Context: an optimization exercise on an open-source flow, tuned for small area and a short achievable clock period. The choices shown serve that exercise and are no tape-out recipe.
Only simulation tests tie the RTL to the original design; equivalence was not proved.
Power figures rest on the tool's default switching activity, not on a simulated workload.

Setup of v5:
==> flow/design.v (excerpt) <==
module mul_ci_pipe #(
    parameter int WIDTH = 32,
    parameter int PIPE  = 3
) (
    input  logic             clock,
    input  logic             aclr,
    input  logic             clken,
    input  logic             start,
    input  logic [2:0]       n,
    input  logic [WIDTH-1:0] dataa,
    input  logic [WIDTH-1:0] datab,
    output logic [WIDTH-1:0] result,
    output logic             done,
    output logic             busy
);
    logic        sign_a, sign_b;
    logic [34:0] bxe;
    logic [15:0] bo, bt, bn, bo_q, bt_q, bn_q;
    logic        bu_q;
    logic [31:0] a_q;
    logic        a_x_q;
    logic [2:0]  op1_q, op2_q;
    logic        v1_q, v2_q, v3_q;
    assign sign_a = (n == 3'd2) || (n == 3'd3) || (n == 3'd4) || (n == 3'd5);
    assign sign_b = (n == 3'd2) || (n == 3'd4) || (n == 3'd5);
    assign bxe    = {sign_b & datab[31], sign_b & datab[31], datab, 1'b0};
    always_comb begin
        for (int j = 0; j < 16; j++) begin
            bo[j] = bxe[2*j+1] ^ bxe[2*j];
            bt[j] = (bxe[2*j+2] & ~bxe[2*j+1] & ~bxe[2*j]) | (~bxe[2*j+2] & bxe[2*j+1] & bxe[2*j]);
            bn[j] = bxe[2*j+2] & ~(bxe[2*j+1] & bxe[2*j]);
        end
    end
    always_ff @(posedge clock) begin
        if (clken) begin
            a_q   <= dataa;
            a_x_q <= sign_a & dataa[31];
            bo_q  <= bo;
            bt_q  <= bt;
            bn_q  <= bn;
            bu_q  <= ~sign_b & datab[31];
            op1_q <= n;
            op2_q <= op1_q;
        end
    end
    always_ff @(posedge clock) begin
        if (aclr) begin
            v1_q <= 1'b0;
            v2_q <= 1'b0;
            v3_q <= 1'b0;
        end else if (clken) begin
            v1_q <= start;
            v2_q <= v1_q;
            v3_q <= v2_q;
        end
    end
    logic busy_q;
  ...
clock: 10.0 ns
lec_check: 0
cap_margin: 20
core_margin: 2
core_utilization: 40
cts_cluster_diameter: 150
cts_cluster_size: 20
place_density: 0.6
slew_margin: 20
synth_hierarchical: 1
synth_minimum_keep_size: 0
standard.sh (not shown) runs the stock make flow with config.mk's settings and CLKGATE_MAP_FILE= SYNTH_SCRIPT=/design/flow/synth_recipe.tcl, a recipe that flattens the netlist after the stock synthesis.
==> flow/flow/run.sh <==
#!/bin/bash
# The standard layout, with repair_timing aiming for more setup slack than the clock needs,
# so that the resizer works on the paths that set the achieved period. Everything else
# (synthesis, constraints, clock period, floorplan, power grid) is the standard flow.
set -euo pipefail
bash standard.sh SETUP_SLACK_MARGIN=6.65 finish > make_finish.log 2>&1
What v9 does differently from v5 at the input level:
==> flow/flow/run.sh <==
#!/bin/bash
# The standard layout, with repair_timing aiming for more setup slack than the clock needs,
# so that the resizer works on the paths that set the achieved period, and clock tree
# synthesis without dummy balancing loads. Everything else (synthesis, constraints, clock
# period, floorplan, power grid) is the standard flow.
set -euo pipefail
bash standard.sh SETUP_SLACK_MARGIN=6.5 \
  "CTS_ARGS=-sink_clustering_enable -repair_clock_nets -sink_clustering_size 20 -sink_clustering_max_diameter 150 -dont_use_dummy_load" \
  finish > make_finish.log 2>&1
-- flow/config.mk --
<<< v5, line 9
export CORE_MARGIN = 2
export CORE_UTILIZATION = 40
export CTS_CLUSTER_DIAMETER = 150
export CTS_CLUSTER_SIZE = 20
export PLACE_DENSITY = 0.6
export SLEW_MARGIN = 20
>>> v9, line 9
export CORE_MARGIN = 2
export CORE_UTILIZATION = 55
export CTS_CLUSTER_DIAMETER = 150
export CTS_CLUSTER_SIZE = 20
export PLACE_DENSITY = 0.7
export SLEW_MARGIN = 20
Results
- v9 | status: complete | timing, DRC, antenna: pass
- Relative to v5, the relative contribution of sequential cells to total power of v9 is higher by 1.3 points.
- There was hardly any difference in via count of the routed design between v5 and v9.
- v9 vs. v5: tap cell count went down by 363.
- Post-synthesis cell area came out exactly the same in v5 and v9.
- Endpoint of the most critical setup path = s1_37_3$_DFFE_PP_: v5; endpoint of the most critical setup path = s1_35_3$_DFFE_PP_: v9
- v9 vs. v5: number of non-filler instances in the completed layout went down about 8%; detailed-routing wirelength on met1 dropped 12%; number of filler instances in the final layout fell by 3436.
- [v9 vs v5] total power: lower in v9
- v9 improves on v5 in first-iteration DRC count.
--- input diff v9..v45 ---
-- flow/config.mk --
<<< v9, line 9
export CORE_MARGIN = 2
export CORE_UTILIZATION = 55
export CTS_CLUSTER_DIAMETER = 150
export CTS_CLUSTER_SIZE = 20
export PLACE_DENSITY = 0.7
export SLEW_MARGIN = 20
>>> v45, line 9
export CORE_MARGIN = 2
export CORE_UTILIZATION = 40
export CTS_CLUSTER_DIAMETER = 150
export CTS_CLUSTER_SIZE = 20
export PLACE_DENSITY = 0.6
export SLEW_MARGIN = 20
==> comparison <==
- v45 did not stop at any stage, and its layout met the timing, DRC and antenna checks.
- Changes observed in v45 relative to v9: share of final-layout standard cells stronger than drive strength 1 held steady; final wirelength grew by about 5%; clock distribution area overhead in the final layout held steady.
Here is what was changed in the inputs of v26 compared with v45.
-- flow/flow/run.sh --
<<< v45, line 6
set -euo pipefail
bash standard.sh SETUP_SLACK_MARGIN=6.5 \
  "CTS_ARGS=-sink_clustering_enable -repair_clock_nets -sink_clustering_size 20 -sink_clustering_max_diameter 150 -dont_use_dummy_load" \
>>> v26, line 6
set -euo pipefail
bash standard.sh SETUP_SLACK_MARGIN=6.6 \
  "CTS_ARGS=-sink_clustering_enable -repair_clock_nets -sink_clustering_size 20 -sink_clustering_max_diameter 150 -dont_use_dummy_load" \
--- outcome ---
- Compared with v45, in v26 number of resized instances in the post-cts repair step increased 104; proportion of final cell area spent on non-clock buffers saw an increase; aggregate global-route resource usage higher; part of the total power dissipated in combinational logic barely changed.
- On depth of the CTS H-tree, v45 and v26 are neck and neck.
- Between v45 and v26, data required time of the critical path is higher for v45, v26 comes in under that.
- The launch point of the worst path comes out s1_6_2$_DFFE_PP_ in one run and a_q[18]$_DFFE_PP_ in the other, namely in v45 and v26 respectively.
- Non-clock buffer count for v26: about 9% up relative to v45
Setup changes, v26 to v34
==> flow/flow/run.sh <==
#!/bin/bash
# The standard layout, with repair_timing aiming for more setup slack than the clock needs,
# so that the resizer works on the paths that set the achieved period. Everything else
# (synthesis, constraints, clock period, floorplan, power grid) is the standard flow.
set -euo pipefail
bash standard.sh SETUP_SLACK_MARGIN=6.5 finish > make_finish.log 2>&1
Notes after the runs:
Number of logic stages on the critical path including buffering: lower on v34
The class of the most critical setup path comes out reg -> out in one run and reg -> reg in the other, namely in v34 and v26 respectively.
v34 — met3 wire length 10% lower, v26 as reference
Re proportion of total power due to net switching: v26 was lower than v34.
v34: no failed stages, no open violations at the end
Re synthesized cell count: no difference whatsoever between v26 and v34.
Looking at v34 and v26, the cell count after placement is a wash.

---

== v57 ==
Another version of the RTL of mul_ci_pipe (not shown whole).
For scale: about 490 flip-flops, about 110 I/O pins, about 42000 um^2 of cells after synthesis.
Settings: LEC_CHECK=0, CAP_MARGIN=20, CORE_MARGIN=2, CORE_UTILIZATION=40, CTS_CLUSTER_DIAMETER=150, CTS_CLUSTER_SIZE=20, PLACE_DENSITY=0.6, SLEW_MARGIN=20, SYNTH_HIERARCHICAL=1, SYNTH_MINIMUM_KEEP_SIZE=0; clock period 10.0 ns.
==> flow/flow/run.sh <==
#!/bin/bash
# The standard layout, with repair_timing aiming for more setup slack than the clock needs,
# so that the resizer works on the paths that set the achieved period, and clock tree
# synthesis without dummy balancing loads. Everything else (synthesis, constraints, clock
# period, floorplan, power grid) is the standard flow.
set -euo pipefail
bash standard.sh SETUP_SLACK_MARGIN=6.55 \
  "CTS_ARGS=-sink_clustering_enable -repair_clock_nets -sink_clustering_size 20 -sink_clustering_max_diameter 150 -dont_use_dummy_load" \
  finish > make_finish.log 2>&1
> inputs changed (v57 -> v50)
Settings: changing CORE_UTILIZATION from 40 to 45; changing PLACE_DENSITY from 0.6 to 0.65.
-- flow/flow/run.sh --
<<< v57, line 7
bash standard.sh SETUP_SLACK_MARGIN=6.55 \
>>> v50, line 7
bash standard.sh SETUP_SLACK_MARGIN=6.6 \
### Flow results
- For v50, the capture point of the worst path was result_q[22], unlike v57, where it was result_q[31].
- v50 against v57; routed length per placed instance is down slightly.
- v50 against v57: cell count along the critical path lost 2; part of the power in registers neither gained nor lost much.
Inputs modified between v50 and v10:
Settings: swapping 0.65 for 0.6 in PLACE_DENSITY; swapping 45 for 40 in CORE_UTILIZATION.
## What came out
v50 → v10: first-iteration DRC count fell 257; share of the final layout cell area in multi-input gates fell 0.33 points; met2 demand-to-capacity share in global routing fell 3.4 points; final setup violation count about even; number of cells in the finished layout apart from fillers rose 141. Clock network fraction of design power delta (v50 -> v10): insignificant. Portion of the clock cycle consumed by the worst path in the final layout (v10 over v50): decrease, 0.71 points. v10: combinational share of power 0.5 points below v50. Data required time of the critical path delta (v10 -> v50): insignificant. Number of fillers in the final layout: v10 vs v50 up about 18%. v10 finished every step from synthesis to the final layout, and the layout passed the timing, DRC and antenna checks. Going from v50 to v10, the internal power was found to have gone down by about 1.1%.
For v30, these inputs were changed with respect to v10:
==> flow/flow/run.sh <==
#!/bin/bash
# The standard layout, with repair_timing aiming for more setup slack than the clock needs,
# so that the resizer works on the paths that set the achieved period. Everything else
# (synthesis, constraints, clock period, floorplan, power grid) is the standard flow.
set -euo pipefail
bash standard.sh SETUP_SLACK_MARGIN=6.65 finish > make_finish.log 2>&1
## What came out
v30 ended up with a higher critical path depth than v10 did.
v30 and v10 ended up with nearly the same global-route usage.
Going from v10 to v30, CTS sink count level, buffering stage count on the worst path with inverters included now sits lower, sequential power share dropped 0.9 points, worst setup slack lower, power went up by about 3.3%.
Pin count of the biggest net entering global routing (v30 / v10): 2.5
First-pass GRT wire length went down slightly going from v10 to v30.
Compared with v10, v30 ends up with a larger final cell area.

---

ember:
Starting RTL as in the previous note.
Settings: LEC_CHECK=0, CAP_MARGIN=20, CORE_MARGIN=2, CORE_UTILIZATION=40, CTS_CLUSTER_DIAMETER=150, CTS_CLUSTER_SIZE=24, PLACE_DENSITY=0.6, SLEW_MARGIN=20, SYNTH_HIERARCHICAL=1, SYNTH_MINIMUM_KEEP_SIZE=0; clock period 10.0 ns.
==> flow/flow/run.sh <==
#!/bin/bash
# The standard layout, with repair_timing aiming for more setup slack than the clock needs,
# so that the resizer works on the paths that set the achieved period, and clock tree
# synthesis without dummy balancing loads. Everything else (synthesis, constraints, clock
# period, floorplan, power grid) is the standard flow.
set -euo pipefail
bash standard.sh SETUP_SLACK_MARGIN=6.6 \
  "CTS_ARGS=-sink_clustering_enable -repair_clock_nets -sink_clustering_size 24 -sink_clustering_max_diameter 150 -dont_use_dummy_load" \
  finish > make_finish.log 2>&1
Input changes introduced in tundra (baseline for comparison: ember):
- CTS_CLUSTER_SIZE changed from 24 to 20
==> flow/flow/run.sh <==
#!/bin/bash
# The standard layout, with repair_timing aiming for more setup slack than the clock needs,
# so that the resizer works on the paths that set the achieved period. Everything else
# (synthesis, constraints, clock period, floorplan, power grid) is the standard flow.
set -euo pipefail
bash standard.sh SETUP_SLACK_MARGIN=6.6 finish > make_finish.log 2>&1
## What came out
- On tundra: fraction of power consumed by combinational cells is 0.3 points lower than what ember gave.
- tundra vs. ember: critical path depth moved down; final period utilization fell 0.32 points; leakage power of the design stayed essentially flat.
- On clock buffer count in the final layout, the lower figure sits with ember, not tundra.
- From tundra to ember, synthesized cell count did not move at all.
- The number of antenna violations at the first check in global routing number comes out lower for tundra vs ember.
- On tundra: clock slew seen by the registers of the worst setup and hold paths is 0.02 ns lower than what ember gave.
- Taking ember as 1.0, tundra lands at 0.934 on worst vdd rail ir drop.

## re-timing with driven ports
The results above use ideal ports. As a check the final layouts listed here were re-extracted and re-timed, cells and wires unchanged. Step 1 sets driving cells, clkbuf_16 on the clock port and buf_2 on the other inputs (assumed; they add their load-dependent delay and slew). Step 2 times the ports against the registers' clock, not the clock port: input delays grow and output delays shrink by t, the midpoint of the rising clock arrivals with the driver on. Three values: ideal ports, drivers, drivers and shift; two values: the first two.
run	t (ns)	setup slack, ns	worst hold slack (ns)	worst slew at a driven data input, ns
v5	0.712	6.573 / 6.573 / 6.029	0.421 / 0.421 / 0.421	0.14
v9	0.665	6.506 / 6.506 / 5.954	0.413 / 0.413 / 0.413	0.13
v45	0.699	6.520 / 6.478 / 5.883	0.426 / 0.426 / 0.426	0.11
v26	0.698	6.598 / 6.569 / 6.087	0.414 / 0.414 / 0.414	0.14
v34	0.714	6.529 / 6.460 / 5.855	0.426 / 0.426 / 0.426	0.11
v57	0.678	6.541 / 6.510 / 5.941	0.425 / 0.425 / 0.425	0.06
v50	0.680	6.506 / 6.506 / 5.930	0.425 / 0.425 / 0.425	0.07
v10	0.666	6.577 / 6.570 / 5.938	0.402 / 0.402 / 0.402	0.05
v30	0.707	6.539 / 6.539 / 6.046	0.422 / 0.422 / 0.422	0.07
ember	0.665	6.538 / 6.567 / 5.902	0.427 / 0.427 / 0.427	0.05
tundra	0.698	6.570 / 6.585 / 5.902	0.425 / 0.425 / 0.425	0.05
After both steps every run listed still meets setup and hold. For v34, which loses most, drivers alone change the setup slack by -0.069 ns; drivers and shift together by -0.674 ns.
